What follows belongs to an exercise in optimizing a design on an open flow for small area; a production flow would make more cautious choices. In this exercise RTL edits were held to simulation tests only and were not proved equivalent to the original. Power is estimated from default activity; no workload was simulated.

## build 51
==> flow/design.v <==
module coproc_lane_alu #(
    parameter int WIDTH  = 144,
    parameter int LANE_W = 8,
    parameter int DEPTH  = 4
) (
    input  logic                     clk,
    input  logic                     rst,
    input  logic [WIDTH-1:0]         din,
    input  logic                     din_valid,
    output logic                     din_ready,
    input  logic [2:0]               mode,
    input  logic [$clog2(DEPTH)-1:0] tap,
    input  logic                     clear,
    output logic [WIDTH-1:0]         dout,
    output logic                     dout_valid,
    input  logic                     dout_ready,
    output logic [15:0]              count
);
    localparam int LANES = WIDTH / LANE_W;
    logic [WIDTH-1:0] r_hist [0:DEPTH-1];
    logic [WIDTH-1:0] r_acc;
    logic [WIDTH-1:0] r_dout;
    logic [DEPTH-1:0] r_hv;           
    logic             r_av;           
    logic             r_dout_valid;
    logic [15:0]      r_count;
    logic             w_accept;
    logic             m_delay, m_add, m_sub, m_xor, m_acc;
    logic [WIDTH-1:0] w_a, w_b;
    logic [WIDTH-1:0] w_result;
    assign din_ready  = !r_dout_valid || dout_ready;
    assign w_accept   = din_valid && din_ready;
    assign dout       = r_dout;
    assign dout_valid = r_dout_valid;
    assign count      = r_count;
    assign m_delay = (mode == 3'd1);
    assign m_add   = (mode == 3'd2);
    assign m_sub   = (mode == 3'd3);
    assign m_xor   = (mode == 3'd4);
    assign m_acc   = (mode == 3'd5);
    logic s_din, s_h0, s_h0n, s_h1, s_h2, s_h3, s_acc;
    assign s_din = !m_delay;
    assign s_h0  = (m_add || m_xor || (m_delay && tap == 2'd0)) && !clear && r_hv[0];
    assign s_h0n = m_sub && !clear && r_hv[0];
    assign s_h1  = m_delay && tap == 2'd1 && !clear && r_hv[1];
    assign s_h2  = m_delay && tap == 2'd2 && !clear && r_hv[2];
    assign s_h3  = m_delay && tap == 2'd3 && !clear && r_hv[3];
    assign s_acc = m_acc && !clear && r_av;
    assign w_a = (din & {WIDTH{s_din}}) | (r_hist[1] & {WIDTH{s_h1}})
               | (r_hist[2] & {WIDTH{s_h2}}) | (r_hist[3] & {WIDTH{s_h3}});
    assign w_b = (r_hist[0] & {WIDTH{s_h0}}) | (~r_hist[0] & {WIDTH{s_h0n}}) | (r_acc & {WIDTH{s_acc}});
    always_comb begin
        for (int l = 0; l < LANES; l++) begin
            logic [7:0] g, t, c;
            logic [7:0] G1, T1, G2, T2;
            for (int i = 0; i < 8; i++) begin
                g[i] = w_a[l*8+i] & (w_b[l*8+i] & !m_xor);
                t[i] = w_a[l*8+i] | w_b[l*8+i];
            end
            g[0] = g[0] | (t[0] & s_h0n);
            G1 = g; T1 = t;
            for (int i = 1; i < 8; i += 2) begin
                G1[i] = g[i] | (t[i] & g[i-1]);
                T1[i] = t[i] & t[i-1];
            end
            G2 = G1; T2 = T1;
            for (int j = 0; j < 8; j += 4) begin
                for (int i = j + 2; i < j + 4; i++) begin
                    G2[i] = G1[i] | (T1[i] & G1[j+1]);
                    T2[i] = T1[i] & T1[j+1];
                end
            end
            for (int i = 0; i < 8; i++) begin
                c[i] = (i < 4) ? G2[i] : (G2[i] | (T2[i] & G2[3]));
            end
            w_result[l*8] = w_a[l*8] ^ (w_b[l*8] ^ s_h0n);
            for (int i = 1; i < 8; i++) begin
                w_result[l*8+i] = w_a[l*8+i] ^ (w_b[l*8+i] ^ c[i-1]);
            end
        end
    end
    always_ff @(posedge clk or negedge rst) begin
        if (!rst) begin
            r_dout_valid <= 1'b0;
        end else if (w_accept) begin
            r_dout_valid <= 1'b1;
        end else if (dout_ready) begin
            r_dout_valid <= 1'b0;
        end
    end
    always_ff @(posedge clk) begin
        if (w_accept) begin
            r_dout <= w_result;
        end
    end
    always_ff @(posedge clk) begin
        if (w_accept) begin
            for (int k = DEPTH - 1; k > 0; k--) begin
                r_hist[k] <= r_hist[k-1];
            end
            r_hist[0] <= din;
        end
    end
    always_ff @(posedge clk or negedge rst) begin
        if (!rst) begin
            r_hv <= '0;
        end else if (w_accept) begin
            r_hv <= {(clear ? {(DEPTH-1){1'b0}} : r_hv[DEPTH-2:0]), 1'b1};
        end else if (clear) begin
            r_hv <= '0;
        end
    end
    always_ff @(posedge clk) begin
        if (w_accept && m_acc) begin
            r_acc <= w_result;
        end
    end
    always_ff @(posedge clk or negedge rst) begin
        if (!rst) begin
            r_av <= 1'b0;
        end else if (w_accept && m_acc) begin
            r_av <= 1'b1;
        end else if (clear) begin
            r_av <= 1'b0;
        end
    end
    always_ff @(posedge clk or negedge rst) begin
        if (!rst) begin
            r_count <= '0;
        end else if (w_accept) begin
            r_count <= (clear ? 16'd0 : r_count) + 16'd1;
        end else if (clear) begin
            r_count <= '0;
        end
    end
endmodule
Settings: LEC_CHECK=0, CAP_MARGIN=20, CORE_MARGIN=2, CORE_UTILIZATION=55, CTS_BUF_LIST=sky130_fd_sc_hd__clkbuf_8, CTS_CLUSTER_DIAMETER=100, CTS_CLUSTER_SIZE=16, GPL_TIMING_DRIVEN=0, SETUP_SLACK_MARGIN=0.15, SLEW_MARGIN=20; clock period 3.5 ns.
standard.sh (not shown) runs the stock make flow with config.mk's settings and CLKGATE_MAP_FILE= SYNTH_SCRIPT=/design/flow/synth_recipe.tcl, a recipe that flattens the netlist after the stock synthesis.
==> flow/flow/run.sh <==
#!/bin/bash
set -euo pipefail
export BUFFER_PORTS_ARGS="-buffer_cell sky130_fd_sc_hd__buf_1"
export PRE_GLOBAL_PLACE_TCL="$(pwd)/flow/pre_gpl.tcl"
bash standard.sh > flow_make.log 2>&1
==> flow/flow/pre_gpl.tcl <==
# Drop synthesis's buffers; repair_design after placement buffers what needs it.
remove_buffers
## Diff of input files: build 23 against build 51
Settings: removing CTS_CLUSTER_SIZE (formerly 16); changing SETUP_SLACK_MARGIN from 0.15 to 0.1; removing CTS_BUF_LIST (formerly sky130_fd_sc_hd__clkbuf_8); removing CTS_CLUSTER_DIAMETER (formerly 100).
[summary]
Comparing build 23 against build 51, there is no change at all in fraction of the mapped netlist area in compound gates.
Relative to build 51, time the worst path needs with I/O delays and setup has gone up in build 23.
Of build 51 and build 23, the lower worst setup slack belongs to build 23.
Compared with build 51, build 23 shows a maximum ir drop on the vdd rail that is about 40% higher.
The deepest level of the CTS H-tree of build 23 exceeds that of build 51 by 1.
Status: global-route usage parity (build 51, build 23)
Build 23: full flow OK, the timing, design-rule and antenna checks passed
Per the comparison of build 23 with build 51, clock group share of total power up 15 points; worst hold slack down 0.14 ns; total power consumption of the routed design up about 26%; maximum frequency down about 0.54%; number of sequential cells flat.
Here is what was changed in the inputs of build 82 compared with build 23.
Settings: CTS_BUF_LIST now sky130_fd_sc_hd__clkbuf_4 sky130_fd_sc_hd__clkbuf_8, previously not set; CORE_UTILIZATION now 40, was 55; GPL_TIMING_DRIVEN no longer set, was 0.
==> flow/flow/run.sh <==
#!/bin/bash
set -euo pipefail
export BUFFER_PORTS_ARGS="-buffer_cell sky130_fd_sc_hd__buf_1"
export RECOVER_POWER=100
bash standard.sh > flow_make.log 2>&1
removed: flow/flow/pre_gpl.tcl
Results
- Build 82 finished every stage; the final checks, however, were not passed, the failures being capacitance limit, slew limit.
- Looking at the reports, build 23 completed the entire flow and the layout it produced met the timing, design-rule and antenna checks.
- On number of buffers added by the clock tree synthesis step: between build 82 and build 23, it ends up higher for build 82.
- Build 82 vs. build 23: average wire length per cell after detail routing down 11%; final net count now larger; sequential share of layout area decreased by 2.4 points relative to the old numbers; global-route met3 utilization fell 0.75 points; minimum period implied by the final worst setup slack went down 0.020 ns.
- Relative to build 23, area growth from synthesis to final layout has increased by 5.2 points in build 82.
- Cmp build 82 and build 23 / total power / higher: build 23
- Looking at final worst-path setup slack across build 82 and build 23, the one that comes out higher is build 82.
- Sort build 82 and build 23 by number of placement rows, descending, and build 82 comes first.
- Build 82 ended up with r_hv[1] as its startpoint of the worst setup timing path; build 23 ended up with mode[1].
Input-level comparison between build 83 and build 82:
Settings: putting CTS_CLUSTER_SIZE at 20 where nothing was set; putting GPL_TIMING_DRIVEN at 0 where nothing was set; clearing CTS_BUF_LIST, which used to be sky130_fd_sc_hd__clkbuf_4 sky130_fd_sc_hd__clkbuf_8; swapping 40 for 55 in CORE_UTILIZATION; putting CTS_CLUSTER_DIAMETER at 100 where nothing was set.
==> flow/flow/run.sh <==
#!/bin/bash
set -euo pipefail
export BUFFER_PORTS_ARGS="-buffer_cell sky130_fd_sc_hd__buf_1"
export PRE_GLOBAL_PLACE_TCL="$(pwd)/flow/pre_gpl.tcl"
bash standard.sh > flow_make.log 2>&1
==> flow/flow/pre_gpl.tcl (new file) <==
# Drop synthesis's buffers; repair_design after placement buffers what needs it.
remove_buffers
==> comparison <==
Every stage of the flow completed for build 83, and the final layout passed the timing, design-rule and antenna checks.
Finished, but not clean: build 82, with capacitance limit, slew limit.
[compare] base=build 82 new=build 83: arrival time of the worst setup path decreased by 0.21 ns relative to the old numbers, via count of the first global-routing pass decreased by 687 relative to the old numbers.
Build 83 ended up with in2reg as its critical path class; build 82 ended up with reg2reg.
Looking at proportion of cell area occupied by registers, build 83 sits 4.5 points above build 82.
Re netlist area before placement: no difference whatsoever between build 83 and build 82.
In the metrics for build 82 and build 83, the one carrying the lower routing usage on met1 is build 82.
Inputs modified between build 83 and build 92:
Settings: CTS_CLUSTER_DIAMETER no longer set, was 100; CTS_CLUSTER_SIZE no longer set, was 20.
==> flow/flow/run.sh <==
#!/bin/bash
set -euo pipefail
export BUFFER_PORTS_ARGS="-buffer_cell sky130_fd_sc_hd__buf_1"
bash standard.sh > flow_make.log 2>&1
removed: flow/flow/pre_gpl.tcl
Findings:
- Build 92 | status: complete | timing, DRC, antenna: pass
- Of the two candidates, build 83 has the worse worst hold slack and build 92 the better one.
- Area growth from synthesis to final layout is higher on build 92
- Re routed wire length on met2: build 83 was lower than build 92.
- Build 92 -> build 83: number of pins exceeding their max-slew limit in the final report delta 0, exact match
- Looking at met3 usage, build 92 sits 1.1 points higher than build 83 does.
- Comparing build 83 and build 92, the higher sequential share of layout area was measured on build 83.
- Diff build 83 -> build 92: average wire per cell in the routed design higher; combinational group share of total power lower; total design power higher; global-route usage over all layers higher; wire length of the first global-routing pass higher.

-- static timing again, ports no longer ideal --
No port has a modelled driver above. Below, the same layouts with a new extraction and two added sets of constraints. Step 1: set_driving_cell puts a clkbuf_16 on clk and a buf_2 on each other input, an assumption about the parent block. Step 2, shift: input delay + t, output delay - t, t = (earliest + latest rising clock arrival at the registers) / 2. This alone moves slack from input paths to output paths. Slacks: no drivers / after step 1 / after step 2; pairs: no drivers / after step 1.
run | t, ns | setup WS [ns] | hold slack, ns | worst register clock-pin slew, ns
build 51 | 0.786 | 0.162 / 0.162 / -0.576 | 0.155 / 0.121 / 0.441 | 0.12 / 0.12
build 23 | 0.718 | 0.144 / 0.189 / -0.530 | 0.011 / -0.028 / 0.430 | 0.07 / 0.07
build 82 | 0.887 | 0.164 / 0.164 / -0.539 | 0.078 / 0.034 / 0.427 | 0.07 / 0.07
build 83 | 0.687 | 0.137 / 0.150 / -0.509 | 0.031 / -0.010 / 0.442 | 0.09 / 0.09
build 92 | 0.714 | 0.127 / 0.152 / -0.551 | 0.049 / 0.007 / 0.445 | 0.07 / 0.07
The setup slack of build 51, which loses most, moves by 0.000 ns with the drivers and by -0.738 ns with both steps.
